What follows belongs to an exercise in optimizing a design on an open flow for small area and a short achievable clock period; a production flow would make more cautious choices.
Only simulation tests tie the RTL to the original design; equivalence was not proved.

--- flow/config.mk ---
export PLATFORM = sky130hd
export DESIGN_NAME = key_expansion
export DESIGN_NICKNAME = key_expansion
export VERILOG_FILES = /design/flow/design.v
export SDC_FILE = /design/flow/constraint.sdc
export NUM_CORES = 4
export LEC_CHECK = 0
export CAP_MARGIN = 20
export CORE_MARGIN = 2
export CORE_UTILIZATION = 40
export SLEW_MARGIN = 20
--- flow/constraint.sdc ---
create_clock -name core_clock -period 17.0 [get_ports {clk}]
set_input_delay 3.4000 -clock core_clock [delete_from_list [all_inputs] [get_ports {clk}]]
set_output_delay 3.4000 -clock core_clock [all_outputs]
set_load 0.01 [all_outputs]
--- flow/design.v ---
package key_expansion_pkg;
    localparam int NR_DEFAULT = 10;
    function automatic logic [7:0] rcon_next(input logic [3:0] r);
        logic [7:0] val;
        val[0] = ~r[2] & ~r[1] & ~r[0];                      
        val[1] = r[3] | (~r[2] & ~r[1] & r[0]);              
        val[2] = (~r[2] & r[1] & ~r[0]) | (r[3] & r[0]);     
        val[3] = (~r[2] & r[1] & r[0]) | (r[3] & ~r[0]);     
        val[4] = r[3] | (r[2] & ~r[1] & ~r[0]);              
        val[5] = (r[2] & ~r[1] & r[0]) | (r[3] & r[0]);      
        val[6] = r[2] & r[1] & ~r[0];                        
        val[7] = r[2] & r[1] & r[0];                         
        rcon_next = val;
    endfunction
endpackage
module aes_sbox (
    input  logic [7:0] data,
    output logic [7:0] sub
);
    logic U0, U1, U2, U3, U4, U5, U6, U7;
    logic T1, T2, T3, T4, T5, T6, T7, T8, T9, T10, T11, T12;
    logic T13, T14, T15, T16, T17, T18, T19, T20, T21, T22, T23, Y24;
    logic T24, Y25, Z25, T25, T26, T27, M1, M2, A20, M4, M5, M6;
    logic M7, A22, M9, M11, M12, M13, M14, M15, B20, M17, B22, B23;
    logic C23, M20, M21, M22, M25, M26, M27, M33, M34, A23, M23, M24;
    logic M28, M29, M30, M31, M32, M35, M36, M37, M38, M39, M40, M41;
    logic M42, M43, M44, M45, M46, M47, M48, M49, M50, M51, M52, M53;
    logic M54, M55, M56, M57, M58, M59, M60, M61, M62, M63, L0, L1;
    logic L2, L3, L4, L5, L6, L7, L8, L9, L10, L11, L12, L13;
    logic L14, L15, L16, L17, L18, L19, L20, L21, L22, L23, L24, L25;
    logic L26, L27, L28, L29;
    assign {U0, U1, U2, U3, U4, U5, U6, U7} = data;
    assign T1 = U0 ^ U3;
    assign T2 = U0 ^ U5;
    assign T3 = U0 ^ U6;
    assign T4 = U3 ^ U5;
    assign T5 = U4 ^ U6;
    assign T6 = T1 ^ T5;
    assign T7 = U1 ^ U2;
    assign T8 = U7 ^ T6;
    assign T9 = U7 ^ T7;
    assign T10 = T6 ^ T7;
    assign T11 = U1 ^ U5;
    assign T12 = U2 ^ U5;
    assign T13 = T3 ^ T4;
    assign T14 = T6 ^ T11;
    assign T15 = T5 ^ T11;
    assign T16 = T5 ^ T12;
    assign T17 = T9 ^ T16;
    assign T18 = U3 ^ U7;
    assign T19 = T7 ^ T18;
    assign T20 = T1 ^ T19;
    assign T21 = U6 ^ U7;
    assign T22 = T7 ^ T21;
    assign T23 = T2 ^ T22;
    assign Y24 = T7 ^ T4;
    assign T24 = Y24 ^ T5;
    assign Y25 = U0 ^ U2;
    assign Z25 = U5 ^ T5;
    assign T25 = Y25 ^ Z25;
    assign T26 = T3 ^ T16;
    assign T27 = T1 ^ T12;
    assign M1 = T13 & T6;
    assign M2 = T23 & T8;
    assign A20 = T14 ^ M1;
    assign M4 = T19 & U7;
    assign M5 = M4 ^ M1;
    assign M6 = T3 & T16;
    assign M7 = T22 & T9;
    assign A22 = T26 ^ M7;
    assign M9 = T20 & T17;
    assign M11 = T1 & T15;
    assign M12 = T4 & T27;
    assign M13 = M12 ^ M11;
    assign M14 = T2 & T10;
    assign M15 = M14 ^ M11;
    assign B20 = M2 ^ M13;
    assign M17 = M5 ^ T24;
    assign B22 = M6 ^ M13;
    assign B23 = M6 ^ M11;
    assign C23 = B23 ^ T25;
    assign M20 = A20 ^ B20;
    assign M21 = M17 ^ M15;
    assign M22 = A22 ^ B22;
    assign M25 = M22 & M20;
    assign M26 = M21 ^ M25;
    assign M27 = M20 ^ M21;
    assign M33 = M27 ^ M25;
    assign M34 = M21 & M22;
    assign A23 = M9 ^ M14;
    assign M23 = A23 ^ C23;
    assign M24 = M22 ^ M23;
    assign M28 = M23 ^ M25;
    assign M29 = M28 & M27;
    assign M30 = M26 & M24;
    assign M31 = M20 & M23;
    assign M32 = M27 & M31;
    assign M35 = M24 & M34;
    assign M36 = M24 ^ M25;
    assign M37 = M21 ^ M29;
    assign M38 = M32 ^ M33;
    assign M39 = M23 ^ M30;
    assign M40 = M35 ^ M36;
    assign M41 = M38 ^ M40;
    assign M42 = M37 ^ M39;
    assign M43 = M37 ^ M38;
    assign M44 = M39 ^ M40;
    assign M45 = M42 ^ M41;
    assign M46 = M44 & T6;
    assign M47 = M40 & T8;
    assign M48 = M39 & U7;
    assign M49 = M43 & T16;
    assign M50 = M38 & T9;
    assign M51 = M37 & T17;
    assign M52 = M42 & T15;
    assign M53 = M45 & T27;
    assign M54 = M41 & T10;
    assign M55 = M44 & T13;
    assign M56 = M40 & T23;
    assign M57 = M39 & T19;
    assign M58 = M43 & T3;
    assign M59 = M38 & T22;
    assign M60 = M37 & T20;
    assign M61 = M42 & T1;
    assign M62 = M45 & T4;
    assign M63 = M41 & T2;
    assign L0 = M61 ^ M62;
    assign L1 = M50 ^ M56;
    assign L2 = M46 ^ M48;
    assign L3 = M47 ^ M55;
    assign L4 = M54 ^ M58;
    assign L5 = M49 ^ M61;
    assign L6 = M62 ^ L5;
    assign L7 = M46 ^ L3;
    assign L8 = M51 ^ M59;
    assign L9 = M52 ^ M53;
    assign L10 = M53 ^ L4;
    assign L11 = M60 ^ L2;
    assign L12 = M48 ^ M51;
    assign L13 = M50 ^ L0;
    assign L14 = M52 ^ M61;
    assign L15 = M55 ^ L1;
    assign L16 = M56 ^ L0;
    assign L17 = M57 ^ L1;
    assign L18 = M58 ^ L8;
    assign L19 = M63 ^ L4;
    assign L20 = L0 ^ L1;
    assign L21 = L1 ^ L7;
    assign L22 = L3 ^ L12;
    assign L23 = L18 ^ L2;
    assign L24 = L15 ^ L9;
    assign L25 = L6 ^ L10;
    assign L26 = L7 ^ L9;
    assign L27 = L8 ^ L10;
    assign L28 = L11 ^ L14;
    assign L29 = L11 ^ L17;
    assign sub[7] = L6 ^ L24;
    assign sub[6] = ~(L16 ^ L26);
    assign sub[5] = ~(L19 ^ L28);
    assign sub[4] = L6 ^ L21;
    assign sub[3] = L20 ^ L22;
    assign sub[2] = L25 ^ L29;
    assign sub[1] = ~(L13 ^ L27);
    assign sub[0] = ~(L6 ^ L23);
endmodule
module key_expansion
#(
    parameter int NR = key_expansion_pkg::NR_DEFAULT
) (
    input  logic            clk,
    input  logic            rst_n,
    input  logic            start_in,
    input  logic [31:0]     K0_in,
    input  logic [31:0]     K1_in,
    input  logic [31:0]     K2_in,
    input  logic [31:0]     K3_in,
    input  logic            ready_in,
    output logic [31:0]     D0_out,
    output logic [31:0]     D1_out,
    output logic [31:0]     D2_out,
    output logic [31:0]     D3_out,
    output logic            valid_out,
    output logic [3:0]      round_out,
    output logic            busy_out,
    output logic            done_out
);
    logic        valid_q, done_q;
    logic [31:0] w0_q, w1_q, w2_q, w3_q;
    logic [3:0]  round_q;
    logic [31:0] sub_word;
    logic [31:0] t_word;
    logic [31:0] rc_word;
    logic [31:0] p0, p1, p2, p3;
    logic [31:0] sel_ld, sel_adv, sel_hold;
    logic [3:0]  round_d;
    logic        last;
    for (genvar i = 0; i < 4; i++) begin : g_sbox
        aes_sbox u_sbox (
            .data (w3_q[(8*i + 24) % 32 +: 8]),
            .sub  (sub_word[8*i +: 8])
        );
    end
    assign rc_word  = {key_expansion_pkg::rcon_next(round_q), 24'h000000};
    assign p0       = w0_q ^ rc_word;
    assign p1       = p0 ^ w1_q;
    assign p2       = p1 ^ w2_q;
    assign p3       = p2 ^ w3_q;
    assign sel_ld   = {32{~valid_q}};
    assign sel_adv  = {32{valid_q & ready_in}};
    assign sel_hold = {32{valid_q & ~ready_in}};
    assign t_word   = sel_adv & sub_word;       
    assign last     = round_q[3] & round_q[1];    
    assign round_d  = ({4{valid_q & ready_in}} & (round_q + 4'd1))
                    | ({4{valid_q & ~ready_in}} & round_q);
    always_ff @(posedge clk or negedge rst_n) begin
        if (!rst_n) begin
            valid_q <= 1'b0;
            done_q  <= 1'b0;
        end else begin
            valid_q <= valid_q ? !(ready_in && last) : start_in;
            done_q  <= valid_q && ready_in && last;
        end
    end
    always_ff @(posedge clk) begin
        w0_q    <= (valid_q ? (ready_in ? p0 : w0_q) : K0_in) ^ t_word;
        w1_q    <= (valid_q ? (ready_in ? p1 : w1_q) : K1_in) ^ t_word;
        w2_q    <= (valid_q ? (ready_in ? p2 : w2_q) : K2_in) ^ t_word;
        w3_q    <= (valid_q ? (ready_in ? p3 : w3_q) : K3_in) ^ t_word;
        round_q <= round_d;
    end
    assign D0_out    = w0_q;
    assign D1_out    = w1_q;
    assign D2_out    = w2_q;
    assign D3_out    = w3_q;
    assign round_out = round_q;
    assign valid_out = valid_q;
    assign busy_out  = valid_q;
    assign done_out  = done_q;
endmodule
--- flow/flow/run.sh ---
#!/bin/bash
# Layout flow: the standard ORFS flow (standard.sh), with extra make variables from
# flow/make_args.txt (one VAR=value per line) and, if flow/abc.script exists, that ABC
# script in place of ORFS's abc_speed.script and abc_area.script (a copy of ORFS's scripts folder is used).
# Each ORFS step writes its own log under orfs/logs/; make's output goes to make.log.
set -euo pipefail
HERE=$(pwd)
ARGS=()
if [[ -f flow/abc.script ]]; then
  rm -rf "$HERE/scripts"
  cp -r "$FLOW_HOME/scripts" "$HERE/scripts"
  cp flow/abc.script "$HERE/scripts/abc_speed.script"
  cp flow/abc.script "$HERE/scripts/abc_area.script"
  ARGS+=("SCRIPTS_DIR=$HERE/scripts")
fi
if [[ -f flow/make_args.txt ]]; then
  while IFS= read -r line; do
    [[ -n "$line" && "$line" != \#* ]] && ARGS+=("$line")
  done < flow/make_args.txt
fi
echo "make args: ${ARGS[*]}" > make.log
bash standard.sh "${ARGS[@]}" finish >> make.log 2>&1
--- flow/flow/abc.script ---
strash
dch
map -D 3000
topo
stime -c
buffer -c
upsize -c
dnsize -c
--- flow/flow/make_args.txt ---
ABC_CLOCK_PERIOD_IN_PS=3000
CORE_UTILIZATION=50
SETUP_SLACK_MARGIN=12.5
BUFFER_PORTS_ARGS=-buffer_cell sky130_fd_sc_hd__buf_1
CTS_ARGS=-sink_clustering_enable -repair_clock_nets -buf_list sky130_fd_sc_hd__clkbuf_8 -dont_use_dummy_load
--- flow/standard.sh ---
#!/bin/bash
# synth_recipe.tcl (not shown) runs the flow's synth.tcl, then flattens the netlist and writes it again
# the make line also repeats each setting of config.mk as NAME=value (left out here)
make -C /OpenROAD-flow-scripts/flow DESIGN_CONFIG=/design/flow/config.mk WORK_HOME=/design/flow/orfs CLKGATE_MAP_FILE= SYNTH_SCRIPT=/design/flow/synth_recipe.tcl "${@:-finish}"
==> metrics.md, run 1 <==
| Metric | Value |
|---|---|
| Drt initial violations | 621 |
| Num rows | 55 |
| Share of cells above drive strength 1 | 0.136 |
| Crit-path slowest cell | dfrtp_4 |
| Final core utilization | 0.602 |
| FF-to-FF path depth | 23 |
| Most instantiated library cell after synthesis | nand2_1 |
| RSZ-0062 raised after global routing | true |
| Area delta synth->final | 17.3% |
| Clock Pin Slew Worst Setup and Hold Paths | roughly 70 ps |
| Mapped Cells | 1503 |
| Num CTS Buffers | 17 |
| Syn_nets | 1640 |
| Total die area | 24600 um^2 |
| Drt drc | 0 |
| CP top delay family | flip-flops |
| Post-route setup slack | between 10000 and 15000 ps |
| Fin Setup TNS | 0 ps |
| Mapped Area | 11700 um^2 |
| IO Pins | 267 |
| Hold Vio Cnt, Final | 0 |
| Worst setup SP type | flop |
| Max stage delay on crit path | 550 ps |
| Path type of the worst setup path | reg -> out |
| Core area | 22800 um^2 |
| Hold path cells | 2 |
| Total stage count of the critical path | 1 |
| Drt first pass iters | 4 |
| Seq/Total Area, Yosys | 0.230 |
| Total number of vias | 10700 |
| Pre-CTS setup slack | 11520 ps |
| Min Tclk post-route | 4550 ps |
| Max Buffers Root-to-Sink | 2 |
| Number of synthesized flops with an enable pin | 0 |
| First-pass GRT wire length | 54.4 mm |
| Clock Tree Root | clkbuf_8 |
| Die Y | 157 um |
| Vias per std cell | between 5 and 6 |
| Routed len/inst | 17.2 um |
| HPWL after DPL | around 27 mm |
| Clock latency (worst-skew pair) | 470 ps |
| Largest net degree at the start of global routing | 58 |
| Top FF cell, synth | dfxtp_1 |
| Syn avg cell area | 7.77 um^2 |
| Vias in the first global route | 10400 |
| Total track usage | 0.284 |
| Critical path peak fanout | 4 |
| Initial Util | 0.513 |
| Final cell count without fillers | about 2100 |
| Routed wl met3 | 2.02 mm |
| Number of max-cap violations | 0 |
| FF+latch count, synth | 134 |
| Post-placement cell count | 2038 |
| Die W | 157 um |
| Critical Path RT | 13600 ps |
| Worst slew pin tran | 784 ps |
| Met2 Wirelength | around 17 mm |
| Initial antenna violation count | 2 |
| Synth area leader | dfxtp_1 |
| Antenna-violating nets left | 0 |
| Hold Crit Class | reg -> reg |
| Share of flip-flops with an asynchronous set or reset | 0.0149 |
| Sink Count | 134 |
| Nets | 1895 |
| Slew Viols, Final | 0 |
| Main area contributors after synthesis | dfxtp_1, xor2_1, xnor2_1 |
| H-tree Lvls | 4 |
| Top cell type's share of synthesized area | 0.226 |
| Tcrit/Tclk final | 0.268 |
| Outcome | finished clean |
| Highest Clock Rate | 220 MHz |
| Crit path DAT | 1150 ps |
| Fin Clk Skew | 28.6 ps |
| Post-Route M1 WL | 15.7 mm |
| Setup Viol. Count Final | 0 |
| GPL Wtd Cong | 0.892 |
| Antenna Cells | 0 |
| Reg2reg setup slack | roughly 13000 ps |
| CP Cell Sequence | buf_6 |
| Crit end category | output pin |
| CTS tree | yes |
| Uppermost layer routed | met5 |
| Commonest cells in the netlist | nand2_1, xor2_1, xnor2_1 |
| Synth unique cells | 49 |
| Number of port buffers | 266 |
| GRT overflow | 0 |
| Final WL | 35.5 mm |
| Buf/Inv on CP | 1 |
| Synth warn | 1 |
| Fill cells | ~2200 |
| Slew HR | 0.477 |
-- metrics by stage --
step	instance area (um^2)	hold WS (ps)
final	13700	624
after global routing	13700	659
after CTS	13400	623
after detailed placement	13000	612
after global placement	13000	604
after floorplan	11800	579
-- state kept, by name, indices dropped and copies added (netlist names) --
signal and flops:
round_q 4, w2_q 32, done_q 1, w1_q 32, valid_q 1, w3_q 32
w0_q 32
-- final timing paths --
path                                from         to
worst max-delay path             valid_q  valid_out
worst min-delay path            w0_q[14]   w0_q[14]
worst max register to register  w3_q[19]   w3_q[30]
worst min register to register  w0_q[14]   w0_q[14]
max in group asynchronous          rst_n    valid_q
min in group asynchronous          rst_n     done_q
-- kinds of logic (layout without fill, tap and decap cells) --
logic type               after synthesis  after routing  synth area share
XOR/XNOR                             463            463             0.381
AND/OR/NAND/NOR                      405            405             0.149
AO/OA/AOI/OAI                        305            305             0.154
buffers and inverters                159            412            0.0529
flip-flops                           134            134             0.230
multiplexers                          32             32            0.0274
adder cells (fa/ha/maj)                5              5           0.00536
-- cell usage in the layout (no fill, tap or decap), types with 5 or more instances in the layout --
cell type / synthesis / final
o21ai_2: 27 / 27
buf_12: 0 / 6
o21ai_0: 97 / 94
nor2_1: 41 / 39
nand2_2: 18 / 20
or2_1: 8 / 8
dfxtp_2: 0 / 16
xor2_4: 5 / 6
nand3_1: 13 / 13
buf_1: 2 / 244
xor2_1: 256 / 250
xor2_2: 17 / 22
dfxtp_1: 132 / 103
a21oi_1: 110 / 91
buf_4: 4 / 8
dfxtp_4: 0 / 13
a22oi_1: 5 / 5
inv_2: 14 / 12
xnor2_2: 16 / 18
o21ai_1: 9 / 11
o22ai_1: 17 / 17
xnor2_1: 166 / 164
mux2i_1: 32 / 32
nand2_1: 284 / 282
a21oi_2: 2 / 21
inv_1: 95 / 93
o221ai_1: 25 / 25
clkbuf_2: 1 / 17
clkbuf_8: 0 / 17
and2_1: 14 / 14
ha_1: 5 / 5
-- final cells by class --
class,count,area (um^2),share of cell area
clock buffer,17,234,0.0171
inverter,110,427,0.0311
multi-input combinational,1210,8550,0.624
sequential,134,2770,0.202
tap,313,392,0.0286
timing repair buffer,285,1340,0.0978
-- per-layer routing --
metal | track usage | vias to the layer above
li1 | - | 5330
met1 | 0.361 | 4979
met2 | 0.475 | 328
met3 | 0.0562 | 68
met4 | 0.106 | 2
met5 | 0 | -
-- repair_timing --
action | CTS | global route
cloned | 1 | 2
buffers inserted | 4 | 7
gates resized for setup | 52 | 47
setup endpoints to repair | 162 | 134
hold buffers | 0 | 0
pin swaps | 0 | 2
==> run 2, diff against run 1 <==
==> flow/flow/abc.script (replaced) <==
strash
dch
map -D 3300
topo
stime -c
buffer -c
upsize -c
dnsize -c
==> flow/flow/make_args.txt (replaced) <==
ABC_CLOCK_PERIOD_IN_PS=3300
CORE_UTILIZATION=50
SETUP_SLACK_MARGIN=12.45
BUFFER_PORTS_ARGS=-buffer_cell sky130_fd_sc_hd__buf_1
CTS_ARGS=-sink_clustering_enable -repair_clock_nets -buf_list sky130_fd_sc_hd__clkbuf_8 -dont_use_dummy_load
==> run 2 against run 1 <==
Via count is 0.38% lower. First-iteration DRC count is 22% higher. Global-route usage is 0.48 points higher. Synthesized cell count is 1.3% higher. Non-clock buffer count is 5 higher. Cell area is 1.8% lower. Critical path type unchanged.
==> metrics.md, run 2 <==
| Metric | Value |
|---|---|
| Outcome | finished clean |
| Clock latency (worst-skew pair) | 460 ps |
| Most frequent cells in the layout | nand2_1, buf_1, xor2_1, xnor2_1, dfxtp_1 |
| Fin Clk Skew | ~30 ps |
| Number of max-cap violations | 0 |
| Vias per std cell | 5.16 |
| IO Pins | approximately 270 |
| HPWL after DPL | 26.5 mm |
| Path type of the worst setup path | reg -> out |
| Synth unique cells | 46 |
| Buf/Inv on CP | 1 |
| Drt first pass iters | 7 |
| Drt initial violations | 755 |
| Final core utilization | 0.598 |
| Post-Route M1 WL | 16.2 mm |
| Total die area | around 24000 um^2 |
| Total number of vias | 10700 |
| Final WL | 35.8 mm |
| Most instantiated library cell after synthesis | nand2_1 |
| RSZ-0062 raised after global routing | true |
| Number of port buffers | 266 |
| Met2 Wirelength | 17.4 mm |
| GRT overflow | 0 |
| Worst slew pin tran | approximately 810 ps |
| Mapped Cells | 1523 |
| Tcrit/Tclk final | 0.269 |
| Drt drc | 0 |
| Crit end category | output pin |
| Synth area leader | dfxtp_1 |
| Commonest non-fill, non-tap cell in the layout | nand2_1 |
| Post-route setup slack | 12430 ps |
| Seq/Total Area, Yosys | 0.236 |
| Commonest cells in the netlist | nand2_1, xor2_1, xnor2_1 |
| Routed wl met3 | ~1.7 mm |
| Initial Util | 0.507 |
| Slew Viols, Final | 0 |
| Vias in the first global route | 10300 |
| Syn_nets | approximately 1700 |
| Share of cells above drive strength 1 | 0.114 |
| Highest Clock Rate | 219 MHz |
| Area delta synth->final | 18.0% |
| Top FF cell, synth | dfxtp_1 |
| Critical path peak fanout | 3 |
| Routed len/inst | 17.3 um |
| Min Tclk post-route | 4570 ps |
| Total track usage | 0.289 |
| Setup Viol. Count Final | 0 |
| Core area | 22500 um^2 |
| Max stage delay on crit path | ~560 ps |
| Hold Crit Class | reg -> reg |
| H-tree Lvls | 4 |
| Main area contributors after synthesis | dfxtp_1, xor2_1, xnor2_1 |
| CTS tree | yes |
| Share of flip-flops with an asynchronous set or reset | 0.0149 |
| Largest net degree at the start of global routing | 67 |
| Critical Path RT | around 14000 ps |
| Die Y | about 160 um |
| Worst setup SP type | flop |
| Antenna-violating nets left | 0 |
| Clock Tree Root | clkbuf_8 |
| CP Cell Sequence | buf_6 |
| Hold Vio Cnt, Final | 0 |
| GPL Wtd Cong | around 0.90 |
| Sink Count | 134 |
| Die W | 155 um |
| Initial antenna violation count | 1 |
| Top cell type's share of synthesized area | 0.232 |
| Fin Setup TNS | 0 ps |
| Num rows | between 50 and 60 |
| Fill cells | 2189 |
| Number of synthesized flops with an enable pin | 0 |
| CP top delay family | flip-flops |
| Slew HR | 0.459 |
| Crit-path slowest cell | dfrtp_4 |
| Max Buffers Root-to-Sink | 2 |
| Uppermost layer routed | met4 |
| Num CTS Buffers | 17 |
| Syn avg cell area | 7.49 um^2 |
| Crit path DAT | 1170 ps |
| First-pass GRT wire length | 54.4 mm |
| Synth warn | 1 |
| Pre-CTS setup slack | roughly 11000 ps |
| Mapped Area | 11400 um^2 |
| Clock Pin Slew Worst Setup and Hold Paths | approximately 90 ps |
| Nets | ~1900 |
| FF+latch count, synth | 134 |
## run 2: logic make-up (layout without fill, tap and decap cells)
family,count (synthesis),in the layout,synth area share
fa+ha+maj,5,5,0.00548
compound gates,290,290,0.145
other cells,0,1,0
buf+inv,191,450,0.0656
xor+xnor,452,452,0.366
flops,134,134,0.236
mux,32,32,0.0281
simple gates,419,420,0.154
## run 2: final timing paths
path / start / to / slack (ps) / cells past startpoint
setup / recovery: valid_q / busy_out / 12430 / 1
hold / removal: w0_q[4] / w0_q[4] / 630 / 2
setup reg to reg: w3_q[3] / w2_q[14] / 12810 / 22
hold reg to reg: w0_q[4] / w0_q[4] / 630 / 2
max in group asynchronous: rst_n / valid_q / 14150 / 1
min in group asynchronous: rst_n / valid_q / 2710 / 1
## run 2: area by class of cell
| type | instances | area (um^2) | area share |
|---|---|---|---|
| sequential | 134 | 2730 | 0.203 |
| tap | 285 | 357 | 0.0265 |
| multi-input combinational | 1199 | 8270 | 0.614 |
| clock buffer | 17 | 234 | 0.0174 |
| timing repair buffer | 290 | 1320 | 0.0980 |
| inverter | 143 | 554 | 0.0412 |
| antenna | 1 | 2.50 | 0.000186 |
## run 2: timing repair
item | CTS | global route
cloned | 2 | 2
setup endpoints to repair | 145 | 116
pin swaps | 1 | 3
setup buffers | 12 | 4
hold buffers | 0 | 0
endpoints found under the hold margin | 0 | 0
resized for setup | 30 | 56
## run 2: routing by layer
metal | GRT usage | vias up
met1 | 0.378 | 4967
met2 | 0.500 | 315
met3 | 0.0415 | 31
li1 | - | 5353
met5 | 0 | -
met4 | 0.0745 | 0
## run 2: worst register-to-register path: stages, from the launching register on
cell,delay (ps)
dfxtp_1,420
inv_1,90
nand2_1,100
nand2_2,150
xnor2_4,270
xor2_1,240
nand2_1,160
xnor2_1,320
xor2_2,250
inv_1,80
nand2_1,100
nand2_1,100
xor2_2,170
or2_1,210
nand2_1,90
inv_2,50
nand2_1,70
nand3_1,160
xor2_2,320
xnor2_1,120
xnor2_1,270
nand2_2,160
xor2_1,170
## run 2: through the flow
stage | hold WS [ps] | cell area, um^2 | std cells
floorplan | 579 | 11500 | 1523
global placement | 605 | 12600 | 2031
detailed placement | 617 | 12600 | 2031
CTS | 627 | 13100 | 2062
global route | 654 | 13500 | 2069
finish | 626 | 13500 | 2069
==> run 3, diff against run 2 <==
==> flow/flow/make_args.txt (replaced) <==
ABC_CLOCK_PERIOD_IN_PS=3300
CORE_UTILIZATION=50
SETUP_SLACK_MARGIN=12.6
BUFFER_PORTS_ARGS=-buffer_cell sky130_fd_sc_hd__buf_1
CTS_ARGS=-sink_clustering_enable -repair_clock_nets -buf_list sky130_fd_sc_hd__clkbuf_8 -dont_use_dummy_load
==> run 3 against run 2 <==
Worst setup slack better by 36 ps. Via count is 2.8% higher. Cell area is 8.9% higher. Synthesized cell count stayed put. Cell count is 2.0% higher. Worst hold slack worse by 27 ps. Utilization is 5.3 points higher. Flip-flop and latch count stayed put. Critical path type unchanged.
==> metrics.md, run 3 <==
| Metric | Value |
|---|---|
| Syn avg cell area | 7.49 um^2 |
| Fin Setup TNS | 0 ps |
| Hold Crit Start | w0_q[19] |
| GRT overflow | 0 |
| Post-layout instance area | 14700 um^2 |
| Worst r2r src | w3_q[7] |
| Max stage delay on crit path | 530 ps |
| Vias per std cell | 5.19 |
| Hold Vio Cnt, Final | 0 |
| Crit. Startpoint | valid_q |
| Share of flip-flops with an asynchronous set or reset | 0.0149 |
| Antenna-violating nets left | 0 |
| Cts hold-fix bufs | 0 |
| Final WL | roughly 36 mm |
| Sink Count | 134 |
| Drt first pass iters | 5 |
| Clock Pin Slew Worst Setup and Hold Paths | 90 ps |
| Synth warn | 1 |
| Total track usage | 0.287 |
| Initial antenna violation count | 0 |
| Die W | 155 um |
| RSZ-0062 raised after global routing | true |
| Main area contributors after synthesis | dfxtp_1, xor2_1, xnor2_1 |
| Post-route setup slack | 12470 ps |
| HPWL after DPL | approximately 26 mm |
| Mapped Cells | 1523 |
| Crit path DAT | ~1100 ps |
| Core area | 22500 um^2 |
| Worst slew pin tran | 803 ps |
| H-tree Lvls | 4 |
| Drt drc | 0 |
| GPL Wtd Cong | about 0.9 |
| Worst setup SP type | flop |
| Pre-CTS setup slack | roughly 11000 ps |
| Hold endpoint | w0_q[19] |
| Min Tclk post-route | 4530 ps |
| FF+latch count, synth | 134 |
| Number of synthesized flops with an enable pin | 0 |
| Most instantiated library cell after synthesis | nand2_1 |
| Num CTS Buffers | 17 |
| Reg2reg setup slack | 12770 ps |
| Commonest non-fill, non-tap cell in the layout | nand2_1 |
| Clock Tree Root | clkbuf_8 |
| Vias in the first global route | just over 10000 |
| Tcrit/Tclk final | 0.267 |
| CTS tree | yes |
| Post-place instance area | 12700 um^2 |
| Fill cells | approximately 2100 |
| Synth unique cells | 46 |
| Crit-path slowest cell | dfrtp_4 |
| Top cell type's share of synthesized area | 0.232 |
| Syn_nets | 1660 |
| Total die area | 24000 um^2 |
| Path type of the worst setup path | reg -> out |
| Highest Clock Rate | 221 MHz |
| Total number of vias | 11000 |
| Largest net degree at the start of global routing | 66 |
| Final core utilization | 0.652 |
| Outcome | finished clean |
| Number of port buffers | 266 |
| Number of max-cap violations | 0 |
| Critical Path RT | 13600 ps |
| Antenna Cells | 0 |
| Routed len/inst | 17.0 um |
| First-pass GRT wire length | 54.7 mm |
| Commonest cells in the netlist | nand2_1, xor2_1, xnor2_1 |
| Setup Viol. Count Final | 0 |
| Hold Crit Class | reg -> reg |
| RR Endpoint | w0_q[14] |
| Hold path cells | 2 |
| Slew HR | 0.465 |
| Slew Viols, Final | 0 |
| Max Buffers Root-to-Sink | 2 |
| Num rows | 55 |
| Synth area leader | dfxtp_1 |
| Most frequent cells in the layout | nand2_1, xor2_1, buf_1, xnor2_1, inv_1 |
| Fin Clk Skew | 32.1 ps |
| CP top delay family | flip-flops |
| Crit end category | output pin |
| Drt initial violations | 566 |
| Die Y | about 160 um |
| Nets | between 1500 and 2000 |
| Seq/Total Area, Yosys | 0.236 |
| CP Cell Sequence | clkbuf_2 |
| Share of cells above drive strength 1 | 0.286 |
| Area delta synth->final | 28.5% |
| Buf/Inv on CP | 1 |
| Clock latency (worst-skew pair) | about 460 ps |
| Top FF cell, synth | dfxtp_1 |
| Mapped Area | 11400 um^2 |
| Critical path peak fanout | 3 |
| Initial Util | 0.507 |
| FF-to-FF path depth | 25 |
| IO Pins | 267 |
## run 3: cell counts after synthesis
No cell type changed its count.
## run 3: layer usage
metal,vias to the layer above,wire [um],track usage
met5,-,0,0
met4,0,399,0.0591
met3,28,1940,0.0398
met2,338,16900,0.479
met1,5159,16600,0.396
li1,5435,-,-
## run 3: area by class of cell
class | instances | area, um^2 | area share
multi-input cells | 1198 | 8760 | 0.597
inverters | 143 | 576 | 0.0392
flip-flops and latches | 134 | 2900 | 0.197
well taps | 285 | 357 | 0.0243
clock buffers | 17 | 234 | 0.0160
repair buffers | 334 | 1850 | 0.126
## run 3: stage by stage
stage / cells / hold slack, ps
4_1_cts: 2077 / 607
3_3_place_gp: 2030 / 601
2_1_floorplan: 1523 / 579
5_1_grt: 2111 / 630
3_5_place_dp: 2030 / 609
6_report: 2111 / 598
## run 3: cells by family (layout without fill, tap and decap cells)
family,count (synthesis),after routing,share of synthesized area
AOI/OAI and AO/OA,290,290,0.145
adders and majority gates,5,5,0.00548
buffers and inverters,191,494,0.0656
muxes,32,32,0.0281
DFF,134,134,0.236
xor gates and xnor gates,452,452,0.366
and+or+nand+nor,419,419,0.154
## run 3: timing repair
item,4_1_cts,5_1_grt
endpoints found under the setup margin,248,176
pin swaps,0,41
gates cloned,1,0
resized for setup,236,160
setup buffers,29,34
hold endpoints to repair,0,0
## run 3: worst max path at each step
stage | endpoint | slack (ps) | depth (start not counted)
floorplan | w2_q[21] | 12550 | 8
global placement | w1_q[13] | 11290 | 6
detailed placement | w2_q[13] | 11230 | 7
CTS | valid_out | 12440 | 1
global route | valid_out | 12430 | 1
finish | valid_out | 12470 | 1
## run 3: tightest hold or removal path, delay by kind of cell, from the launching register on
| family | cells | cell delay, ps |
|---|---|---|
| XOR/XNOR | 1 | 140 |
| multiplexers | 1 | 80 |
| flip-flops | 1 | 350 |
==> run 4, diff against run 3 <==
==> flow/flow/make_args.txt (replaced) <==
ABC_CLOCK_PERIOD_IN_PS=3300
CORE_UTILIZATION=50
SETUP_SLACK_MARGIN=12.5
BUFFER_PORTS_ARGS=-buffer_cell sky130_fd_sc_hd__buf_1
CTS_ARGS=-sink_clustering_enable -repair_clock_nets -buf_list sky130_fd_sc_hd__clkbuf_8 -dont_use_dummy_load
==> run 4 against run 3 <==
Non-clock buffer count down 47. Register-to-register slack worse by 20 ps. Worst hold slack better by 21 ps. Critical path type unchanged.
==> metrics.md, run 4 <==
| Metric | Value |
|---|---|
| Outcome | finished clean |
| Mux cell area share after synthesis | 0.0281 |
| CP top delay family | flip-flops |
| Drt first pass iters | 6 |
| Buf/Inv on CP | 1 |
| Clock latency (worst-skew pair) | about 460 ps |
| Share of flip-flops with an asynchronous set or reset | 0.0149 |
| Nets | 1918 |
| Main area contributors after synthesis | dfxtp_1, xor2_1, xnor2_1 |
| Total die area | ~24000 um^2 |
| Setup Viol. Count Final | 0 |
| Slew HR | 0.490 |
| Top cell type's share of synthesized area | 0.232 |
| Syn avg cell area | around 7.5 um^2 |
| Post-synthesis compound-gate area fraction | 0.145 |
| Mapped Area | between 10000 and 15000 um^2 |
| Synth warn | 1 |
| Hold Crit Class | reg -> reg |
| GRT overflow | 0 |
| Highest Clock Rate | around 220 MHz |
| Crit-path slowest cell | dfrtp_4 |
| Critical path peak fanout | 3 |
| Synth area leader | dfxtp_1 |
| FF+latch count, synth | 134 |
| Crit path DAT | 1110 ps |
| Final cell count without fillers | 2064 |
| Core area | about 23000 um^2 |
| First-pass GRT wire length | 55.8 mm |
| Total stage count of the critical path | 1 |
| Number of port buffers | 266 |
| CTS tree | yes |
| Crit. Startpoint | valid_q |
| Routed len/inst | 17.5 um |
| Fin Setup TNS | 0 ps |
| Tcrit/Tclk final | 0.265 |
| Total track usage | 0.297 |
| Min Tclk post-route | 4510 ps |
| Drt initial violations | 734 |
| Total number of vias | 10700 |
| Antenna-violating nets left | 0 |
| RR Endpoint | w2_q[20] |
| Post-Synth XOR/XNOR Area | 0.366 |
| Clock Tree Root | clkbuf_8 |
| Most instantiated library cell after synthesis | nand2_1 |
| Worst hold slack | 619 ps |
| Seq/Total Area, Yosys | 0.236 |
| Vias in the first global route | 10400 |
| Worst Setup EP | valid_out |
| Cts hold-fix bufs | 0 |
| Antenna Cells | 0 |
| Final core utilization | 0.601 |
| Die W | 155 um |
| Hold Vio Cnt, Final | 0 |
| Top FF cell, synth | dfxtp_1 |
| Vias per std cell | 5.21 |
| Reg2reg setup slack | around 13000 ps |
| Number of max-cap violations | 0 |
| Commonest non-fill, non-tap cell in the layout | nand2_1 |
| Number of synthesized flops with an enable pin | 0 |
| Slew Viols, Final | 0 |
| Most frequent cells in the layout | nand2_1, buf_1, xor2_1, xnor2_1, inv_1 |
| Worst r2r src | w3_q[9] |
| Synth unique cells | 46 |
| Post-placement cell count | 2031 |
| Area delta synth->final | 18.6% |
| Final WL | about 36 mm |
| Initial Util | 0.507 |
| Share of cells above drive strength 1 | 0.129 |
| Critical Path RT | 13600 ps |
| Initial antenna violation count | 0 |
| FF-to-FF path depth | 21 |
| Sink Count | 134 |
| GPL Wtd Cong | 0.955 |
| Drt drc | 0 |
| Simple-Gate Fraction of Synth Area | 0.154 |
| Max Buffers Root-to-Sink | 2 |
| Largest net degree at the start of global routing | 50 |
| Num rows | 55 |
| Max stage delay on crit path | 520 ps |
| HPWL after DPL | 27.4 mm |
| Worst slew pin tran | 766 ps |
| CP Cell Sequence | buf_6 |
| Worst setup SP type | flop |
| Area share of fa/ha/maj cells after synthesis | 0.00548 |
| Path type of the worst setup path | reg -> out |
| Die Y | 155 um |
| Syn_nets | 1660 |
| Num CTS Buffers | 17 |
| Commonest cells in the netlist | nand2_1, xor2_1, xnor2_1 |
| Fin Clk Skew | 33.4 ps |
| Clock Pin Slew Worst Setup and Hold Paths | 90 ps |
| Main combinational cell family by area after synthesis | XOR/XNOR gates |
| H-tree Lvls | 4 |
| Crit end category | output pin |
| RSZ-0062 raised after global routing | true |
| Hold Crit Start | round_q[2] |
| Mapped Cells | 1523 |
| IO Pins | 267 |
## run 4: cells by family (layout without fill, tap and decap cells)
| kind of cell | after synthesis | in the layout |
|---|---|---|
| AOI/OAI and AO/OA | 290 | 290 |
| xor gates and xnor gates | 452 | 452 |
| muxes | 32 | 32 |
| DFF | 134 | 134 |
| buffers and inverters | 191 | 447 |
| adders and majority gates | 5 | 5 |
| and+or+nand+nor | 419 | 419 |
## run 4: repair_timing
action | 4_1_cts | 5_1_grt
cloned | 3 | 0
gates resized for setup | 54 | 50
endpoints found under the setup margin | 157 | 96
buffers inserted | 6 | 7
pin swaps | 1 | 5
## run 4: layout make-up
type / count / area (um^2)
clock buffer: 17 / 234
multi-input combinational: 1198 / 8320
fill: 2169 / 8970
inverter: 143 / 562
timing repair buffer: 287 / 1310
tap: 285 / 357
sequential: 134 / 2750
## run 4: routing by layer
layer / global-route usage / part of all wire / up-vias
li1: - / - / 5359
met1: 0.380 / 0.43 / 4968
met2: 0.516 / 0.49 / 360
met3: 0.0479 / 0.056 / 57
met4: 0.0829 / 0.021 / 0
met5: 0 / 0 / -
## run 4: how the worst min path moves through the flow
stage	end	slack, ps	cells after the start
2_1_floorplan	done_q	580	2
3_3_place_gp	w0_q[23]	610	2
3_5_place_dp	w0_q[22]	610	2
4_1_cts	w0_q[22]	620	2
5_1_grt	round_q[2]	650	2
6_report	round_q[2]	620	2
## run 4: metrics by stage
step                      instance area [um^2]  worst slack (ps)
after global placement                   12700             10890
after floorplan                          11500             12480
after detailed placement                 12700             10840
final                                    13500             12490
after CTS                                13200             12470
after global routing                     13500             12460
==> run 5, diff against run 4 <==
==> flow/flow/abc.script (replaced) <==
strash
dch
map -D 3700
topo
stime -c
buffer -c
upsize -c
dnsize -c
==> flow/flow/make_args.txt (replaced) <==
ABC_CLOCK_PERIOD_IN_PS=3700
CORE_UTILIZATION=50
SETUP_SLACK_MARGIN=12.35
BUFFER_PORTS_ARGS=-buffer_cell sky130_fd_sc_hd__buf_1
CTS_ARGS=-sink_clustering_enable -repair_clock_nets -buf_list sky130_fd_sc_hd__clkbuf_8 -dont_use_dummy_load
==> run 5 against run 4 <==
Still clean on timing, DRC and antenna. Sequential share of layout area grew 0.085 points. Register-to-register slack got worse by 140 ps. Count of clock-buffer cells in the layout stayed put. Non-clock buffer count increased by 3. Synthesized cell count fell by 1.2%. Worst setup slack worse by 96 ps. Maximum frequency shrank 2.1%. Via count is 2.1% lower. Utilization fell by 1.0 points. Cell count shrank 0.58%. Critical path depth stayed put. Critical path type unchanged. Critical endpoint is now D3_out[0].
==> metrics.md, run 5 <==
| Metric | Value |
|---|---|
| Outcome | finished clean |
| Num CTS Buffers | 17 |
| Synth unique cells | 43 |
| CP top delay family | flip-flops |
| RSZ-0062 raised after global routing | true |
| GRT overflow | 0 |
| Antenna-violating nets left | 0 |
| Hold Crit Class | reg -> reg |
| Critical Path RT | 13600 ps |
| Clock Tree Root | clkbuf_8 |
| First-pass GRT wire length | 53.2 mm |
| HPWL after DPL | 25.7 mm |
| Initial Util | 0.505 |
| Mapped Area | 11400 um^2 |
| Min Tclk post-route | 4600 ps |
| Cts hold-fix bufs | 0 |
| Max Buffers Root-to-Sink | 2 |
| Die Y | 155 um |
| Most instantiated library cell after synthesis | nand2_1 |
| Commonest cells in the netlist | nand2_1, xor2_1, xnor2_1 |
| Syn_nets | 1642 |
| Area share of fa/ha/maj cells after synthesis | 0.00551 |
| Syn avg cell area | ~7.5 um^2 |
| Core area | approximately 23000 um^2 |
| CP Cell Sequence | buf_1 |
| Post-synthesis compound-gate area fraction | 0.141 |
| Fin Setup TNS | 0 ps |
| Post-route setup slack | around 12000 ps |
| Area delta synth->final | 17.1% |
| H-tree Lvls | 4 |
| GPL Wtd Cong | 0.911 |
| Buf/Inv on CP | 1 |
| Nets | around 1900 |
| Hold path cells | 2 |
| Seq/Total Area, Yosys | 0.237 |
| IO Pins | 267 |
| Final WL | 35.3 mm |
| Commonest non-fill, non-tap cell in the layout | nand2_1 |
| Setup Viol. Count Final | 0 |
| Total die area | 23900 um^2 |
| FF-to-FF path depth | 20 |
| Drt initial violations | between 600 and 700 |
| Slew Viols, Final | 0 |
| Share of cells above drive strength 1 | 0.0996 |
| RR Endpoint | w2_q[7] |
| Synth warn | 1 |
| Total number of vias | about 11000 |
| Crit path DAT | 1200 ps |
| Share of flip-flops with an asynchronous set or reset | 0.0149 |
| Vias in the first global route | ~10000 |
| Number of synthesized flops with an enable pin | 0 |
| Worst r2r src | w3_q[31] |
| Hold Vio Cnt, Final | 0 |
| Number of max-cap violations | 0 |
| Pre-CTS setup slack | 11230 ps |
| Largest net degree at the start of global routing | 90 |
| CTS tree | yes |
| Drt drc | 0 |
| Clock Pin Slew Worst Setup and Hold Paths | 80 ps |
| Hold endpoint | round_q[3] |
| Worst setup SP type | flop |
| Worst slew pin tran | 1010 ps |
| Number of port buffers | ~270 |
| Slew HR | 0.327 |
| Tcrit/Tclk final | 0.271 |
| Synth area leader | dfxtp_1 |
| Antenna Cells | 0 |
| Vias per std cell | 5.12 |
| Hold Crit Start | round_q[3] |
| Num rows | 55 |
| Worst hold slack | about 610 ps |
| Sink Count | between 100 and 150 |
| Main area contributors after synthesis | dfxtp_1, xor2_1, xnor2_1 |
| Die W | 155 um |
| Reg2reg setup slack | 12610 ps |
| Main combinational cell family by area after synthesis | XOR/XNOR gates |
| Drt first pass iters | 5 |
| Crit end category | output pin |
| Simple-Gate Fraction of Synth Area | 0.150 |
| Post-Synth XOR/XNOR Area | 0.376 |
| Critical path peak fanout | 6 |
| Routed len/inst | 17.2 um |
| Total track usage | 0.281 |
| Mux cell area share after synthesis | 0.0282 |
| Fin Clk Skew | 27.5 ps |
| Mapped Cells | 1505 |
| Highest Clock Rate | 217 MHz |
| FF+latch count, synth | 134 |
| Initial antenna violation count | 0 |
| Most frequent cells in the layout | nand2_1, buf_1, xor2_1, xnor2_1, inv_1 |
| Top cell type's share of synthesized area | 0.233 |
| Path type of the worst setup path | reg -> out |
| Max stage delay on crit path | 550 ps |
| Clock latency (worst-skew pair) | 470 ps |
| Top FF cell, synth | dfxtp_1 |
| Crit-path slowest cell | dfxtp_1 |
run 5: cell types whose count changed after synthesis, moves of 4 or more:
cell and delta:
or2_1 +4, inv_2 -7, nand2_1 -25, nor2_1 +14, o21ai_1 -8, xor2_1 -6
and2_1 -5, nand2_2 +6, xnor2_1 +17, a21oi_1 -6, inv_1 +4
run 5: final cells by class:
class	instances	area, um^2
fill	2174	9200
multi-input combinational	1185	8130
sequential	134	2720
timing repair buffer	290	1320
inverter	141	541
tap	285	357
clock buffer	17	234
run 5: timing repair:
action,4_1_cts,5_1_grt
setup buffers,8,8
setup endpoints to repair,138,130
gates cloned,0,3
pin swaps,0,2
gates resized for setup,14,39
run 5: worst max-delay path by stage:
stage | startpoint | to | depth (start not counted)
floorplan | ready_in | w0_q[29] | 7
global placement | ready_in | w0_q[15] | 8
detailed placement | ready_in | w0_q[15] | 8
CTS | ready_in | w3_q[15] | 8
global route | w3_q[29] | w2_q[7] | 21
finish | w3_q[0] | D3_out[0] | 1
run 5: cells by family (layout without fill, tap and decap cells):
group                      count (synthesis)  in the layout
AOI/OAI and AO/OA                        280            280
muxes                                     32             32
xor gates and xnor gates                 462            462
and+or+nand+nor                          406            406
adders and majority gates                  5              5
buffers and inverters                    186            448
DFF                                      134            134
run 5: layer usage:
layer,track usage,share of wire,up-vias
met5,0,0,-
met4,0.0917,0.024,0
met3,0.0541,0.051,51
met2,0.481,0.48,302
met1,0.357,0.45,4864
li1,-,-,5297
run 5: worst reg2reg max path, cell delays in order, from the launching register on:
cell	delay, ps
dfxtp_2	460
inv_1	90
nand2_1	80
nand2_2	120
inv_1	120
nand2_1	70
nand2_1	170
xor2_1	240
nand2_1	140
xor2_1	250
or2_1	150
nand2_1	160
a21oi_1	220
xor2_1	340
nand2_1	270
xnor2_4	310
xnor2_1	170
xor2_1	110
xnor2_1	370
nand2_1	250
xor2_1	200
run 5: stage by stage:
| step | area [um^2] | std cells | utilization |
|---|---|---|---|
| final | 13300 | 2052 | 0.591 |
| after CTS | 13000 | 2041 | 0.577 |
| after detailed placement | 12600 | 2016 | 0.560 |
| after global routing | 13300 | 2052 | 0.591 |
| after global placement | 12600 | 2016 | 0.560 |
| after floorplan | 11400 | 1505 | - |
==> run 6, diff against run 5 <==
==> flow/flow/abc.script (replaced) <==
strash
dch
map -D 3300
topo
stime -c
buffer -c
upsize -c
dnsize -c
==> flow/flow/make_args.txt (replaced) <==
ABC_CLOCK_PERIOD_IN_PS=3300
CORE_UTILIZATION=50
SETUP_SLACK_MARGIN=12.35
BUFFER_PORTS_ARGS=-buffer_cell sky130_fd_sc_hd__buf_1
CTS_ARGS=-sink_clustering_enable -repair_clock_nets -buf_list sky130_fd_sc_hd__clkbuf_8 -dont_use_dummy_load
==> run 6 against run 5 <==
Still clean. Clock skew grew 8.6 ps. Routed wire length shrank 0.71%. First-iteration DRC count decreased by 9.6%. Global-route usage grew 0.97 points. Area after synthesis up 0.43%. Via count increased by 0.95%. Cell count grew 0.49%. Register-to-register slack better by 70 ps. Count of clock-buffer cells in the layout did not move. Die area increased by 0.42%. Highest routed layer unchanged.
==> metrics.md, run 6 <==
| Metric | Value |
|---|---|
| Num rows | 55 |
| Syn_nets | 1660 |
| Antenna-violating nets left | 0 |
| CTS tree | yes |
| Clock Pin Slew Worst Setup and Hold Paths | 80 ps |
| Commonest non-fill, non-tap cell in the layout | nand2_1 |
| FF+latch count, synth | 134 |
| Crit path DAT | 4920 ps |
| Drt drc | 0 |
| Initial Util | 0.507 |
| Antenna Cells | 0 |
| Main area contributors after synthesis | dfxtp_1, xor2_1, xnor2_1 |
| Post-route setup slack | ~12000 ps |
| Largest net degree at the start of global routing | 65 |
| Met2 usage | 0.482 |
| Commonest cells in the netlist | nand2_1, xor2_1, xnor2_1 |
| Final WL | between 30 and 40 mm |
| H-tree Lvls | 4 |
| Top cell type's share of synthesized area | 0.232 |
| Share of cells above drive strength 1 | 0.0962 |
| Tcrit/Tclk final | 0.270 |
| Top FF cell, synth | dfxtp_1 |
| Critical Path RT | 17330 ps |
| Core area | 22500 um^2 |
| Die W | ~160 um |
| Max Buffers Root-to-Sink | 2 |
| Fill cells | 2260 |
| Highest Clock Rate | 218 MHz |
| Post-place instance area | 12600 um^2 |
| Number of max-cap violations | 0 |
| Met3 Use GR | 0.0591 |
| Drt first pass iters | 5 |
| Slew HR | 0.433 |
| Clock Tree Root | clkbuf_8 |
| Number of synthesized flops with an enable pin | 0 |
| Crit end category | flop |
| HPWL after DPL | around 27 mm |
| Post-layout instance area | 13200 um^2 |
| Synth warn | 1 |
| Final core utilization | 0.586 |
| Synth area leader | dfxtp_1 |
| Clock latency (worst-skew pair) | approximately 480 ps |
| Share of flip-flops with an asynchronous set or reset | 0.0149 |
| Drt initial violations | around 630 |
| Most instantiated library cell after synthesis | nand2_1 |
| Nets | 1916 |
| Setup Viol. Count Final | 0 |
| Hold Vio Cnt, Final | 0 |
| Pre-CTS setup slack | 11250 ps |
| GRT overflow | 0 |
| First-pass GRT wire length | 54.9 mm |
| Seq/Total Area, Yosys | 0.236 |
| Syn avg cell area | 7.49 um^2 |
| Number of port buffers | 266 |
| RSZ-0062 raised after global routing | false |
| Num CTS Buffers | 17 |
| Most frequent cells in the layout | nand2_1, buf_1, xor2_1, xnor2_1, dfxtp_1 |
| Mapped Area | 11400 um^2 |
| Vias per std cell | about 5.1 |
| Initial antenna violation count | 0 |
| Mapped Cells | about 1500 |
| Fin Setup TNS | 0 ps |
| Cts hold-fix bufs | 0 |
| Slew Viols, Final | 0 |
| Sink Count | roughly 130 |
| M1 GR Usage | 0.390 |
| Most used routing layer | met2 |
| Total track usage | 0.291 |
| Worst setup SP type | input pin |
| Critical path peak fanout | 29 |
| Area delta synth->final | 15.6% |
| GPL Wtd Cong | 0.888 |
| Vias in the first global route | 10300 |
| Fin Clk Skew | 36.1 ps |
| Die Y | 155 um |
| Total number of vias | 10600 |
| Total die area | ~24000 um^2 |
| Outcome | finished clean |
| Min Tclk post-route | 4600 ps |
| Path type of the worst setup path | in -> reg |
| Worst slew pin tran | 850 ps |
| Routed len/inst | 17.0 um |
| IO Pins | about 270 |
| Hold Crit Class | reg -> reg |
| Synth unique cells | 46 |
-- run 6: changes by cell type after synthesis, sizes merged, moves of 5 or more --
cell,change
and2,+5
nand2,+22
nor2,-16
o21ai,+9
xnor2,-16
xor2,+6
-- run 6: stage by stage --
stage | cells | hold WS (ps)
finish | 2062 | 620
global route | 2062 | 654
CTS | 2059 | 623
detailed placement | 2032 | 612
global placement | 2032 | 603
floorplan | 1523 | 581
-- run 6: timing repair --
item                       in CTS  in global routing
gates resized for setup        12                 29
cloned                          2                  0
setup endpoints to repair     134                116
pin swaps                       1                  1
buffers inserted                8                  3
-- run 6: area by class of cell --
class                      count  area, um^2  share of cell area
clock buffer                  17         234              0.0177
inverter                     143         547              0.0415
multi-input combinational   1198        8130               0.617
sequential                   134        2710               0.205
tap                          285         357              0.0270
timing repair buffer         284        1200              0.0913
timing repair inverter         1        7.51            0.000569
-- run 6: critical path, stage by stage --
cell        delay, ps
buf_1             130
buf_12            210
clkinvlp_4        150
nor2_4            110
buf_12            150
clkinvlp_4         80
buf_4             180
a21oi_1           120
o21ai_1           190
xor2_1            190
-- run 6: routing by layer --
layer,vias to the layer above,routed length (um)
met5,-,0
met4,0,715
met3,42,1890
met2,309,16300
met1,4919,16200
li1,5344,-
-- run 6: final timing paths --
path | slack (ps) | startpoint | cells after the start | endpoint
min reg2reg | 620 | w0_q[20] | 2 | w0_q[20]
min | 620 | w0_q[20] | 2 | w0_q[20]
max in group asynchronous | 14160 | rst_n | 1 | valid_q
max reg2reg | 12680 | w3_q[1] | 24 | w1_q[9]
min in group asynchronous | 2700 | rst_n | 1 | valid_q
max | 12400 | ready_in | 10 | w3_q[27]
-- run 6: cell families after synthesis --
kind of cell / synth area share
AO/OA/AOI/OAI: 0.145
XOR/XNOR: 0.366
adder cells (fa/ha/maj): 0.00548
buffers and inverters: 0.0656
flip-flops: 0.236
multiplexers: 0.0281
AND/OR/NAND/NOR: 0.154
==> run 7, diff against run 6 <==
--- a/flow/flow/run.sh
+++ b/flow/flow/run.sh
@@ -2,6 +2,8 @@
 # Layout flow: the standard ORFS flow (standard.sh), with extra make variables from
 # flow/make_args.txt (one VAR=value per line) and, if flow/abc.script exists, that ABC
 # script in place of ORFS's abc_speed.script and abc_area.script (a copy of ORFS's scripts folder is used).
+# The floorplan step runs with SETUP_SLACK_MARGIN from flow/floorplan_margin.txt, the
+# later steps with the one in flow/make_args.txt.
 # Each ORFS step writes its own log under orfs/logs/; make's output goes to make.log.
 set -euo pipefail
 HERE=$(pwd)
@@ -19,4 +21,6 @@
   done < flow/make_args.txt
 fi
 echo "make args: ${ARGS[*]}" > make.log
+FP_MARGIN=$(cat flow/floorplan_margin.txt)
+bash standard.sh "${ARGS[@]}" "SETUP_SLACK_MARGIN=$FP_MARGIN" floorplan >> make.log 2>&1
 bash standard.sh "${ARGS[@]}" finish >> make.log 2>&1
==> flow/flow/floorplan_margin.txt (new file) <==
12.0
==> flow/flow/make_args.txt (replaced) <==
ABC_CLOCK_PERIOD_IN_PS=3300
CORE_UTILIZATION=50
SETUP_SLACK_MARGIN=12.4
BUFFER_PORTS_ARGS=-buffer_cell sky130_fd_sc_hd__buf_1
CTS_ARGS=-sink_clustering_enable -repair_clock_nets -buf_list sky130_fd_sc_hd__clkbuf_8 -dont_use_dummy_load
==> run 7 against run 6 <==
Still clean. Worst hold slack improved by 5.6 ps. Non-clock buffer count rose by 7. Global-route usage fell by 0.48 points. Synthesized cell count did not move. Sequential share of layout area fell by 0.30 points. Utilization rose by 1.0 points. Die area did not move.
==> metrics.md, run 7 <==
| Metric | Value |
|---|---|
| Nets | about 1900 |
| Num rows | 55 |
| Crit end category | output pin |
| Mapped Cells | 1523 |
| Drt initial violations | about 700 |
| Drt first pass iters | 5 |
| Crit-path slowest cell | dfrtp_4 |
| Commonest non-fill, non-tap cell in the layout | nand2_1 |
| GPL Wtd Cong | approximately 0.9 |
| First-pass GRT wire length | 54.3 mm |
| Number of max-cap violations | 0 |
| Clock latency (worst-skew pair) | between 400 and 500 ps |
| Syn avg cell area | 7.49 um^2 |
| Die Y | 155 um |
| Area delta synth->final | 17.6% |
| Initial Util | 0.507 |
| Mapped Area | 11400 um^2 |
| Antenna-violating nets left | 0 |
| Outcome | finished clean |
| Share of flip-flops with an asynchronous set or reset | 0.0149 |
| Clock Pin Slew Worst Setup and Hold Paths | 80 ps |
| Max Buffers Root-to-Sink | 2 |
| Synth warn | 1 |
| Tcrit/Tclk final | 0.274 |
| HPWL after DPL | 25.8 mm |
| Initial antenna violation count | 1 |
| FF+latch count, synth | around 130 |
| Critical path peak fanout | 4 |
| Clock Tree Root | clkbuf_8 |
| Die W | approximately 160 um |
| Synth unique cells | 46 |
| Total die area | 24000 um^2 |
| H-tree Lvls | 4 |
| Hold Vio Cnt, Final | 0 |
| Core area | 22500 um^2 |
| Number of synthesized flops with an enable pin | 0 |
| Commonest cells in the netlist | nand2_1, xor2_1, xnor2_1 |
| Top FF cell, synth | dfxtp_1 |
| Sink Count | 134 |
| Main area contributors after synthesis | dfxtp_1, xor2_1, xnor2_1 |
| Seq/Total Area, Yosys | 0.236 |
| CP Cell Sequence | buf_12, buf_6 |
| Hold Crit Class | reg -> reg |
| Share of cells above drive strength 1 | 0.111 |
| Max stage delay on crit path | 520 ps |
| Min Tclk post-route | 4650 ps |
| Path type of the worst setup path | reg -> out |
| Vias in the first global route | 10300 |
| Worst slew pin tran | 759 ps |
| Top cell type's share of synthesized area | 0.232 |
| Drt drc | 0 |
| Most instantiated library cell after synthesis | nand2_1 |
| IO Pins | 267 |
| Highest Clock Rate | 215 MHz |
| Routed len/inst | approximately 17 um |
| CTS tree | yes |
| Total track usage | 0.286 |
| Setup Viol. Count Final | 0 |
| Total number of vias | 10700 |
| Slew HR | 0.494 |
| Syn_nets | about 1700 |
| GRT overflow | 0 |
| Fin Setup TNS | 0 ps |
| Antenna Cells | 0 |
| Final WL | 34.8 mm |
| Vias per std cell | about 5.2 |
| Number of port buffers | between 200 and 300 |
| Fin Clk Skew | 33.5 ps |
| Crit path DAT | 1250 ps |
| Most frequent cells in the layout | nand2_1, buf_1, xor2_1, xnor2_1, dfxtp_1 |
| Num CTS Buffers | 17 |
| Synth area leader | dfxtp_1 |
| Fill cells | 2210 |
| Worst setup SP type | flop |
| Critical Path RT | ~14000 ps |
| RSZ-0062 raised after global routing | true |
| Slew Viols, Final | 0 |
| Largest net degree at the start of global routing | 65 |
[run 7: metal layers]
metal,wire (um),global-route usage
met5,0,0
met4,542,0.0688
met3,1750,0.0426
met2,16400,0.481
met1,16200,0.388
[run 7: worst max-delay path: cells and delay by family, from the launching register on]
family / cells / cell delay (ps)
flip-flops: 1 / 520
buffers and inverters: 2 / 260
[run 7: cell type report]
type / instances / area [um^2] / area share
clock buffers: 17 / 234 / 0.0174
flip-flops and latches: 134 / 2720 / 0.202
inverters: 143 / 547 / 0.0408
repair buffers: 291 / 1350 / 0.101
repair inverters: 1 / 7.51 / 0.000560
well taps: 285 / 357 / 0.0266
multi-input cells: 1198 / 8200 / 0.612
[run 7: worst paths after layout]
path / end / from / slack (ps) / cells past startpoint
hold reg to reg: w0_q[17] / w0_q[17] / 630 / 2
hold / removal: w0_q[17] / w0_q[17] / 630 / 2
max in group asynchronous: valid_q / rst_n / 14160 / 1
setup reg to reg: w3_q[14] / w3_q[1] / 12720 / 23
min in group asynchronous: valid_q / rst_n / 2700 / 1
setup / recovery: busy_out / valid_q / 12350 / 2
[run 7: stage by stage]
stage          cells  utilization  instance area, um^2  setup WS, ps  hold WS (ps)
2_1_floorplan   1523            -                11400         12060           581
5_1_grt         2069        0.596                13400         12310           668
4_1_cts         2064        0.584                13100         12330           633
6_report        2069        0.596                13400         12350           626
3_3_place_gp    2032        0.561                12600         11340           600
3_5_place_dp    2032        0.561                12600         11250           611
[run 7: kinds of logic after synthesis]
kind of cell | share of synthesized area
DFF | 0.236
AOI/OAI and AO/OA | 0.145
muxes | 0.0281
adders and majority gates | 0.00548
buffers and inverters | 0.0656
xor gates and xnor gates | 0.366
and+or+nand+nor | 0.154
[run 7: timing repair]
item,CTS,global route
gates resized for setup,27,49
pin swaps,1,3
hold buffers,0,0
setup buffers,11,5
setup endpoints to repair,140,120
gates cloned,4,0
==> run 8, diff against run 7 <==
==> flow/flow/floorplan_margin.txt (replaced) <==
11.5
==> run 8 against run 7 <==
First-iteration DRC count is the same. Flip-flop and latch count stayed put. Area after synthesis unchanged. Worst setup slack unchanged. Global-route usage did not move. Die area unchanged. Still clean on timing, DRC and antenna. Cell count did not move. Utilization unchanged.
==> metrics.md, run 8 <==
| Metric | Value |
|---|---|
| Path type of the worst setup path | reg -> out |
| Drt first pass iters | 5 |
| Hold Crit Start | w0_q[17] |
| Worst hold slack | between 600 and 700 ps |
| Final core utilization | 0.596 |
| Most frequent cells in the layout | nand2_1, buf_1, xor2_1, xnor2_1, dfxtp_1 |
| Number of synthesized flops with an enable pin | 0 |
| Drt drc | 0 |
| Max Buffers Root-to-Sink | 2 |
| Slew Viols, Final | 0 |
| Max stage delay on crit path | 520 ps |
| Clock latency (worst-skew pair) | 460 ps |
| H-tree Lvls | 4 |
| Number of max-cap violations | 0 |
| Worst setup SP type | flop |
| Uppermost layer routed | met4 |
| Crit. Startpoint | valid_q |
| Die W | 155 um |
| Total track usage | 0.286 |
| CP Cell Sequence | buf_12, buf_6 |
| Synth warn | 1 |
| Syn avg cell area | between 7 and 8 um^2 |
| Min Tclk post-route | roughly 4700 ps |
| Mapped Cells | about 1500 |
| Mapped Area | roughly 11000 um^2 |
| Largest net degree at the start of global routing | 65 |
| GRT overflow | 0 |
| Commonest cells in the netlist | nand2_1, xor2_1, xnor2_1 |
| HPWL after DPL | 25.8 mm |
| Total die area | 24000 um^2 |
| Share of cells above drive strength 1 | 0.111 |
| Number of port buffers | ~270 |
| Post-placement cell count | 2032 |
| Die Y | 155 um |
| Cts hold-fix bufs | 0 |
| Fin Clk Skew | roughly 34 ps |
| Final WL | 34.8 mm |
| Syn_nets | 1660 |
| Synth area leader | dfxtp_1 |
| Antenna-violating nets left | 0 |
| Final cell count without fillers | just over 2000 |
| RSZ-0062 raised after global routing | true |
| Vias per std cell | 5.15 |
| Crit path DAT | 1250 ps |
| Core area | about 23000 um^2 |
| Highest Clock Rate | 215 MHz |
| Fin Setup TNS | 0 ps |
| Drt initial violations | roughly 690 |
| Area delta synth->final | 17.6% |
| Fill cells | ~2200 |
| Top cell type's share of synthesized area | 0.232 |
| Worst slew pin tran | 759 ps |
| Sink Count | 134 |
| Commonest non-fill, non-tap cell in the layout | nand2_1 |
| Share of flip-flops with an asynchronous set or reset | 0.0149 |
| Clock Tree Root | clkbuf_8 |
| Met2 Wirelength | 16.4 mm |
| CTS tree | yes |
| Top FF cell, synth | dfxtp_1 |
| Initial Util | 0.507 |
| Slew HR | 0.494 |
| Post-Route M1 WL | about 16 mm |
| FF+latch count, synth | 134 |
| Num rows | between 50 and 60 |
| Crit end category | output pin |
| Initial antenna violation count | 1 |
| Critical path peak fanout | 4 |
| Synth unique cells | 46 |
| FF/Latch Area | between 2000 and 3000 um^2 |
| Seq/Total Area, Yosys | 0.236 |
| GPL Wtd Cong | around 0.91 |
| Num CTS Buffers | 17 |
| Critical Path RT | 13600 ps |
| Most instantiated library cell after synthesis | nand2_1 |
| Clock Pin Slew Worst Setup and Hold Paths | 80 ps |
| Main area contributors after synthesis | dfxtp_1, xor2_1, xnor2_1 |
| Hold Crit Class | reg -> reg |
| Routed wl met3 | 1.75 mm |
| IO Pins | 267 |
| Setup Viol. Count Final | 0 |
| Antenna Cells | 0 |
| Footprint of the multi-input gates | 8200 um^2 |
| Total number of vias | 10700 |
| First-pass GRT wire length | around 54 mm |
| Worst r2r src | w3_q[1] |
| Tcrit/Tclk final | 0.274 |
| Nets | 1923 |
| Routed len/inst | 16.8 um |
| Crit-path slowest cell | dfrtp_4 |
| Vias in the first global route | 10300 |
| Hold Vio Cnt, Final | 0 |
| Outcome | finished clean |
[run 8: cell counts in the layout (fill, tap and decap cells not counted)]
Identical to the previous run, type by type.
[run 8: per-layer routing]
layer,up-vias,global-route usage
met2,291,0.481
met4,0,0.0688
met3,35,0.0426
li1,5359,-
met1,4976,0.388
met5,-,0
[run 8: layout make-up]
cell class,count,area share
multi-input cells,1198,0.612
flip-flops and latches,134,0.202
repair buffers,291,0.101
inverters,143,0.0408
well taps,285,0.0266
clock buffers,17,0.0174
repair inverters,1,0.000560
[run 8: cells by family (layout without fill, tap and decap cells)]
logic type,after synthesis,count (layout),synth area share
buffers and inverters,191,452,0.0656
adder cells (fa/ha/maj),5,5,0.00548
XOR/XNOR,452,452,0.366
flip-flops,134,134,0.236
AND/OR/NAND/NOR,419,419,0.154
AO/OA/AOI/OAI,290,290,0.145
multiplexers,32,32,0.0281
[run 8: worst max-delay path, delay by kind of cell (launching register included)]
| family | cells | cell delay, ps |
|---|---|---|
| flip-flops | 1 | 520 |
| buffers and inverters | 2 | 260 |
[run 8: final timing paths]
check | cells past startpoint | slack (ps) | end
setup / recovery | 2 | 12350 | busy_out
min in group asynchronous | 1 | 2700 | valid_q
hold reg to reg | 2 | 630 | w0_q[17]
hold / removal | 2 | 630 | w0_q[17]
setup reg to reg | 23 | 12720 | w3_q[14]
max in group asynchronous | 1 | 14160 | valid_q
[run 8: repair_timing]
| action | CTS | global route |
|---|---|---|
| cloned | 4 | 0 |
| setup endpoints to repair | 140 | 120 |
| hold endpoints to repair | 0 | 0 |
| pin swaps | 1 | 3 |
| resized for setup | 27 | 49 |
| buffers inserted | 11 | 5 |
[run 8: per-stage QoR]
stage	setup slack [ps]	area (um^2)
after global routing	12310	13400
after CTS	12330	13100
after floorplan	12060	11400
after global placement	11340	12600
after detailed placement	11250	12600
final	12350	13400

## what the ideal ports hide
Ports are ideal in the flow. The routed layouts listed here were re-timed in OpenROAD. Step 1: set_driving_cell puts a clkbuf_16 on clk and a buf_2 on each other input, an assumption about the parent block. Step 2 moves the port delays by t, midway between the first and last clock arrival at a register: inputs arrive t later, outputs are due t later. That takes back most of the time a late clock gives input paths. Slacks: ideal ports / drivers / drivers and shift; pairs: ideal ports / drivers.
| run | t (ns) | setup slack, ns | worst setup path at the end | latest minus earliest clock arrival (ns) | worst register clock-pin slew, ns |
|---|---|---|---|---|---|
| run 1 | 0.497 | 12.452 / 12.407 / 12.046 | input to register | 0.030 / 0.030 | 0.09 / 0.09 |
| run 2 | 0.484 | 12.433 / 12.390 / 12.032 | input to register | 0.030 / 0.030 | 0.09 / 0.09 |
| run 3 | 0.491 | 12.468 / 12.423 / 12.153 | input to register | 0.033 / 0.033 | 0.09 / 0.09 |
| run 4 | 0.488 | 12.492 / 12.448 / 12.038 | input to register | 0.034 / 0.034 | 0.09 / 0.09 |
| run 5 | 0.506 | 12.396 / 12.351 / 11.955 | input to register | 0.027 / 0.027 | 0.09 / 0.09 |
| run 6 | 0.502 | 12.404 / 12.386 / 11.923 | input to register | 0.036 / 0.036 | 0.10 / 0.10 |
| run 7 | 0.491 | 12.349 / 12.305 / 11.960 | input to register | 0.035 / 0.035 | 0.09 / 0.09 |
| run 8 | 0.491 | 12.349 / 12.305 / 11.960 | input to register | 0.035 / 0.035 | 0.09 / 0.09 |
After both steps every run listed still meets setup and hold. For run 6, which loses most, drivers alone change the setup slack by -0.018 ns; drivers and shift together by -0.481 ns.
